Background: an optimization exercise with open tools, aiming at small area, a short achievable clock period and few clock cycles per item. Do not read the settings as production practice. RTL that was checked went through simulation tests only; none was proved equivalent to the original.

==> run a: inputs <==
Design piecewise_linear_interpolator, start of the top module:
module piecewise_linear_interpolator (
  input  wire logic                     clk_i,
  input  wire logic                     rst_ni,
  input  wire logic                     cfg_valid_i,
  output logic                          cfg_ready_o,
  input  wire logic [plint_pkg::AW-1:0] cfg_addr_i,
  input  wire logic [plint_pkg::DW-1:0] cfg_data_i,
  input  wire logic                     s_axis_tvalid,
  output logic                          s_axis_tready,
  input  wire logic [15:0]              s_axis_tdata,    
  output logic                          m_axis_tvalid,
  input  wire logic                     m_axis_tready,
  output logic [23:0]                   m_axis_tdata,    
  output logic [1:0]                    m_axis_tuser     
);
  localparam int XW = plint_pkg::XW;
  localparam int SW = plint_pkg::SW;
  localparam int GW = plint_pkg::GW;
  logic [1:0]    cnt_q;
  logic [XW-1:0] x0_q, x1_q, x2_q;
  logic [SW-1:0] s0_q, s1_q, s2_q;
  assign cfg_ready_o = 1'b1;
  always_ff @(posedge clk_i or negedge rst_ni) begin
    if (!rst_ni) begin
      cnt_q <= plint_pkg::RST_COUNT;
      x0_q  <= plint_pkg::RST_X0;
      x1_q  <= plint_pkg::RST_X1;
      x2_q  <= plint_pkg::RST_X2;
      s0_q  <= plint_pkg::RST_S0;
      s1_q  <= plint_pkg::RST_S1;
      s2_q  <= plint_pkg::RST_S2;
    end else if (cfg_valid_i) begin
      unique case (cfg_addr_i)
        plint_pkg::REG_COUNT: cnt_q <= cfg_data_i[1:0];
        plint_pkg::REG_X0:    x0_q  <= cfg_data_i[XW-1:0];
        plint_pkg::REG_X1:    x1_q  <= cfg_data_i[XW-1:0];
        plint_pkg::REG_X2:    x2_q  <= cfg_data_i[XW-1:0];
        plint_pkg::REG_S0:    s0_q  <= cfg_data_i[SW-1:0];
        plint_pkg::REG_S1:    s1_q  <= cfg_data_i[SW-1:0];
        plint_pkg::REG_S2:    s2_q  <= cfg_data_i[SW-1:0];
        default: ;
      endcase
    end
  end
  logic start_q;
  always_ff @(posedge clk_i or negedge rst_ni) begin
    if (!rst_ni) start_q <= 1'b0;
    else         start_q <= cfg_valid_i && cfg_addr_i != plint_pkg::REG_COUNT &&
                            cfg_addr_i != 3'd7;
  end
  logic          rdy0, rdy1, neg0, neg1;
  logic [GW-1:0] g0, g1;
  logic [3:0]    sh0, sh1;
  plint_slope u_seg0 (
  ...
==> module plint_slope, before the edit <==
module plint_slope (
  input  wire logic        clk_i,
  input  wire logic        rst_ni,
  input  wire logic        start_i,    
  input  wire logic [15:0] xa_i,
  input  wire logic [15:0] xb_i,
  input  wire logic [23:0] sa_i,
  input  wire logic [23:0] sb_i,
  output logic             rdy_o,
  output logic [40:0]      g_o,
  output logic [3:0]       sh_o,
  output logic             neg_o
);
  localparam int K     = 1;             
  localparam int NCYC  = 42 / K;
  typedef enum logic [1:0] {PH_LOAD, PH_NORM, PH_DIV, PH_DONE} ph_e;
  ph_e         ph_q;
  logic [5:0]  cnt_q;
  logic [15:0] v_q;       
  logic [15:0] rem_q;     
  logic [41:0] q_q;       
  logic [3:0]  sh_q;
  logic        neg_q;
  logic [24:0] dy;
  logic [23:0] dmag;
  assign dy   = {sb_i[23], sb_i} - {sa_i[23], sa_i};
  assign dmag = dy[24] ? 24'(-dy) : dy[23:0];
  logic [15:0] vn;
  logic [3:0]  shn;
  always_comb begin
    vn  = v_q;
    shn = '0;
    if (vn[15:8] == '0) begin vn = {vn[7:0], 8'd0};  shn[3] = 1'b1; end
    if (vn[15:12] == '0) begin vn = {vn[11:0], 4'd0}; shn[2] = 1'b1; end
    if (vn[15:14] == '0) begin vn = {vn[13:0], 2'd0}; shn[1] = 1'b1; end
    if (vn[15] == 1'b0) begin vn = {vn[14:0], 1'b0};  shn[0] = 1'b1; end
  end
  logic [15:0] rem_n;
  logic [41:0] q_n;
  always_comb begin
    logic [16:0] t;
    logic [16:0] d;
    rem_n = rem_q;
    q_n   = q_q;
    for (int i = 0; i < K; i++) begin
      t     = {rem_n, q_n[41]};
      d     = t - {1'b0, v_q};
      q_n   = {q_n[40:0], !d[16]};
      rem_n = d[16] ? t[15:0] : d[15:0];
    end
  end
  always_ff @(posedge clk_i or negedge rst_ni) begin
    if (!rst_ni) begin
      ph_q  <= PH_LOAD;
      rdy_o <= 1'b0;
    end else if (start_i) begin
      ph_q  <= PH_LOAD;
      rdy_o <= 1'b0;
    end else begin
      unique case (ph_q)
        PH_LOAD: ph_q <= PH_NORM;
        PH_NORM: ph_q <= PH_DIV;
        PH_DIV:  if (cnt_q == 6'(NCYC - 1)) begin
          ph_q  <= PH_DONE;
          rdy_o <= 1'b1;
        end
        default: ;
      endcase
    end
  end
  always_ff @(posedge clk_i) begin
    unique case (ph_q)
      PH_LOAD: begin
        v_q   <= xb_i - xa_i;
        neg_q <= dy[24];
        rem_q <= {2'b00, dmag[23:10]};
        q_q   <= {dmag[9:0], 32'd0};
      end
      PH_NORM: begin
        v_q        <= vn;
        sh_q       <= shn;
        q_q[15:0]  <= vn;
        cnt_q      <= '0;
      end
      PH_DIV: begin
        rem_q <= rem_n;
        q_q   <= q_n;
        cnt_q <= cnt_q + 6'd1;
      end
      default: ;
    endcase
  end
  assign g_o   = q_q[40:0];
  assign sh_o  = sh_q;
  assign neg_o = neg_q;
endmodule
clock: 8.0 ns
lec_check: 0
abc_clock_period_in_ps: 3500
cap_margin: 20
core_margin: 2
core_utilization: 40
setup_slack_margin: 4.5
slew_margin: 20
run.sh (not shown) runs the stock make flow with config.mk's settings and CLKGATE_MAP_FILE= SYNTH_SCRIPT=/design/flow/synth_recipe.tcl, a recipe that flattens the netlist after the stock synthesis.
==> inputs of run b, as changes to run a <==
--- a/flow/design.v
+++ b/flow/design.v
@@ -43,7 +43,7 @@
   localparam int NCYC  = 42 / K;
   typedef enum logic [1:0] {PH_LOAD, PH_NORM, PH_DIV, PH_DONE} ph_e;
   ph_e         ph_q;
-  logic [5:0]  cnt_q;
+  logic [4:0]  cnt_q;
   logic [15:0] v_q;       
   logic [15:0] rem_q;     
   logic [41:0] q_q;       
@@ -88,7 +88,7 @@
       unique case (ph_q)
         PH_LOAD: ph_q <= PH_NORM;
         PH_NORM: ph_q <= PH_DIV;
-        PH_DIV:  if (cnt_q == 6'(NCYC - 1)) begin
+        PH_DIV:  if (cnt_q == 5'(NCYC - 1)) begin
           ph_q  <= PH_DONE;
           rdy_o <= 1'b1;
         end
@@ -113,7 +113,7 @@
       PH_DIV: begin
         rem_q <= rem_n;
         q_q   <= q_n;
-        cnt_q <= cnt_q + 6'd1;
+        cnt_q <= cnt_q + 5'd1;
       end
       default: ;
     endcase
--- a/flow/config.mk
+++ b/flow/config.mk
@@ -5,9 +5,7 @@
 export SDC_FILE = /design/flow/constraint.sdc
 export NUM_CORES = 4
 export LEC_CHECK = 0
-export ABC_CLOCK_PERIOD_IN_PS = 3500
 export CAP_MARGIN = 20
 export CORE_MARGIN = 2
 export CORE_UTILIZATION = 40
-export SETUP_SLACK_MARGIN = 4.5
 export SLEW_MARGIN = 20
==> notes.md <==
Sequential cell area fraction in the yosys report: run b 0.298; run a 0.302
Status: run b complete, no violations; run a complete, no violations
Worst Max-Slew Pin Slew: run b 1.07 ns; run a 1.13 ns
Highest metal layer used by the detailed router: run b met4; run a met5
Fraction of area in registers: run b 0.273; run a 0.234
Multi-input comb cells: run b 3709; run a 3649
Design Area, Final: run b 53100 um^2; run a 62300 um^2
Adder-cell share of the synthesized area: run b 0.210; run a 0.211
Reg2Reg Setup Slack: run b 2.12 ns; run a 3.29 ns
Area after detailed placement: run b 51100 um^2; run a 51500 um^2
Maximum operating frequency: run b 170 MHz; run a 212 MHz
Setup WS pre-CTS: run b 2.31 ns; run a 2.22 ns
Share of cell area taken by muxes after synthesis: run b 0.0652; run a 0.0671
Seq_cells: run b 505; run a 507
Share of the synthesized area in compound gates (AO/OA/AOI/OAI): run b 0.170; run a 0.160
Cell count after placement: run b 6458; run a 6383
Metal1 wirelength: run b 65400 um; run a 68500 um
Inserted Diodes: run b 1; run a 0
Function was not checked in any run of this note: the RTL went through the layout flow alone.

==> inputs of run E <==
piecewise_linear_interpolator, a different RTL version from the one above (not shown whole).
make LEC_CHECK=0 ABC_CLOCK_PERIOD_IN_PS=4000 CAP_MARGIN=20 CORE_MARGIN=2 CORE_UTILIZATION=40 SETUP_SLACK_MARGIN=4.0 SLEW_MARGIN=20 TNS_END_PERCENT=10 finish   # period 8.0 ns
==> run H (differences from run E) <==
--- a/flow/design.v
+++ b/flow/design.v
@@ -183,15 +183,15 @@
   plint_slope u_seg1 (
     .clk_i, .rst_ni, .start_i(start_q),
     .xa_i(x1_q), .xb_i(x2_q), .sa_i(s1_q), .sb_i(s2_q),
     .rdy_o(rdy1), .g_o(g1), .sh_o(sh1), .neg_o(neg1)
   );
   logic en;           
-  logic ov_q;         
+  logic ov_q, skv_q;  
   logic va_q, vb_q;
-  assign en            = !ov_q || m_axis_tready;
+  assign en            = !skv_q;
   assign s_axis_tready = en && rdy0 && rdy1 && !start_q;
   logic [XW-1:0] x;
   logic          le0, le1, le2;
   assign x   = s_axis_tdata;
   assign le0 = x <= x0_q;
   assign le1 = x <= x1_q;
@@ -316,19 +316,33 @@
     end
   end
   logic [55:0]   sum;
   logic [SW-1:0] score;
   assign sum   = ra_q + rb_q;
   assign score = sum[32 +: SW];
-  logic [SW+1:0] od_q;
+  logic [SW+1:0] od_q, skd_q;
   always_ff @(posedge clk_i or negedge rst_ni) begin
-    if (!rst_ni)  ov_q <= 1'b0;
-    else if (en)  ov_q <= vc_q;
+    if (!rst_ni) begin
+      ov_q  <= 1'b0;
+      skv_q <= 1'b0;
+    end else if (skv_q) begin
+      if (m_axis_tready) skv_q <= 1'b0;
+    end else if (!ov_q || m_axis_tready) begin
+      ov_q <= vc_q;
+    end else if (vc_q) begin
+      skv_q <= 1'b1;
+    end
   end
   always_ff @(posedge clk_i) begin
-    if (en) od_q <= {stc_q, score};
+    if (skv_q) begin
+      if (m_axis_tready) od_q <= skd_q;
+    end else if (!ov_q || m_axis_tready) begin
+      od_q <= {stc_q, score};
+    end else begin
+      skd_q <= {stc_q, score};
+    end
   end
   assign m_axis_tvalid = ov_q;
   assign m_axis_tdata  = od_q[SW-1:0];
   assign m_axis_tuser  = od_q[SW+1:SW];
 endmodule
 module plint_mac (
==> flow/config.mk (replaced) <==
export PLATFORM = sky130hd
export DESIGN_NAME = piecewise_linear_interpolator
export DESIGN_NICKNAME = piecewise_linear_interpolator
export VERILOG_FILES = /design/flow/design.v
export SDC_FILE = /design/flow/constraint.sdc
export NUM_CORES = 4
export LEC_CHECK = 0
export ABC_CLOCK_PERIOD_IN_PS = 3300
export CAP_MARGIN = 20
export CORE_MARGIN = 2
export CORE_UTILIZATION = 40
export SETUP_SLACK_MARGIN = 4.7
export SLEW_MARGIN = 20
==> results.rst <==
.. list-table::
   :header-rows: 1

   * - Metric
     - Value
   * - Area of the multi-input gates
     - 0.0296 mm²
   * - Setup Skew
     - 0.0422 ns
   * - Cell types occupying the most area after synthesis
     - sky130_fd_sc_hd__edfxtp_1, sky130_fd_sc_hd__fa_1, sky130_fd_sc_hd__xnor2_1
   * - Met2 Wirelength
     - 66000 µm
   * - Met3 WL
     - 9810 µm
   * - Width of the chip
     - 353 µm
   * - Post-detailed-routing wire length
     - 145000 µm
   * - Post-DR vias/cell
     - 5.73
   * - Run status
     - no timing/DRC/antenna violations
   * - Combined global-route utilization of all metal layers
     - 22.7%
   * - Total core area
     - 0.121 mm²
   * - Number of rows created at floorplan
     - 128
   * - Met3 Usage GRT
     - 3.34%
   * - Diodes inserted
     - 0
   * - Synthesized-area fraction occupied by and/or/nand/nor cells
     - 10.0%
   * - Placed cell area
     - 0.0508 mm²
The numbers above come from run E.

==> results.rst <==
.. list-table::
   :header-rows: 1

   * - Metric
     - Value
   * - Highest metal used
     - met4
   * - Cell types occupying the most area after synthesis
     - sky130_fd_sc_hd__edfxtp_1, sky130_fd_sc_hd__fa_1, sky130_fd_sc_hd__xnor2_1
   * - Synthesized-area fraction occupied by and/or/nand/nor cells
     - 10.4%
   * - Combined global-route utilization of all metal layers
     - 24.8%
   * - Met3 WL
     - 12000 µm
   * - Post-DR vias/cell
     - 5.79
   * - Number of rows created at floorplan
     - 130
   * - Antenna Nets Post-Route
     - 0
   * - Fraction of the mapped netlist area in adder cells
     - 20.2%
   * - Placed cell area
     - 0.0532 mm²
   * - Area of the multi-input gates
     - 0.0331 mm²
   * - Setup Skew
     - 0.0431 ns
   * - Met2 Wirelength
     - 76100 µm
   * - Run status
     - no timing/DRC/antenna violations
   * - Total core area
     - 0.126 mm²
   * - Width of the chip
     - 360 µm
   * - Post-detailed-routing wire length
     - 165000 µm
The numbers above come from run H.

Testbench counts of run E, summed over its fixed seeds: cycles 5,016, items 4,096.
Testbench counts of run H, summed over its fixed seeds: cycles 5,016, items 4,096.

-- port drivers added, routing unchanged --
In the flow no input, the clock included, has a driving cell. The finished layouts below were timed again as built, in two steps. Step 1, drivers: a clkbuf_16 drives clk_i and a buf_2 each remaining input, both assumed. Step 2 adds t to the input delays and takes it off the output delays; t is the mean of the earliest and latest rising clock arrival at the registers after step 1. Input paths then give back, and output paths get back, about the clock's delay inside the block. Slacks: no drivers / after step 1 / after step 2; pairs: no drivers / after step 1.
| run | t (ns) | slack for setup (ns) | clock arrival spread, ns |
|---|---|---|---|
| run a | 0.756 | 3.290 / 3.290 / 3.290 | 0.026 / 0.026 |
| run b | 0.740 | 2.119 / 2.119 / 2.119 | 0.027 / 0.027 |
| run E | 0.705 | 3.849 / 3.845 / 3.357 | 0.042 / 0.042 |
| run H | 0.724 | 4.170 / 4.170 / 4.040 | 0.046 / 0.046 |
After both steps every run listed still meets setup and hold. The setup slack of run E, which loses most, moves by -0.004 ns with the drivers and by -0.492 ns with both steps.
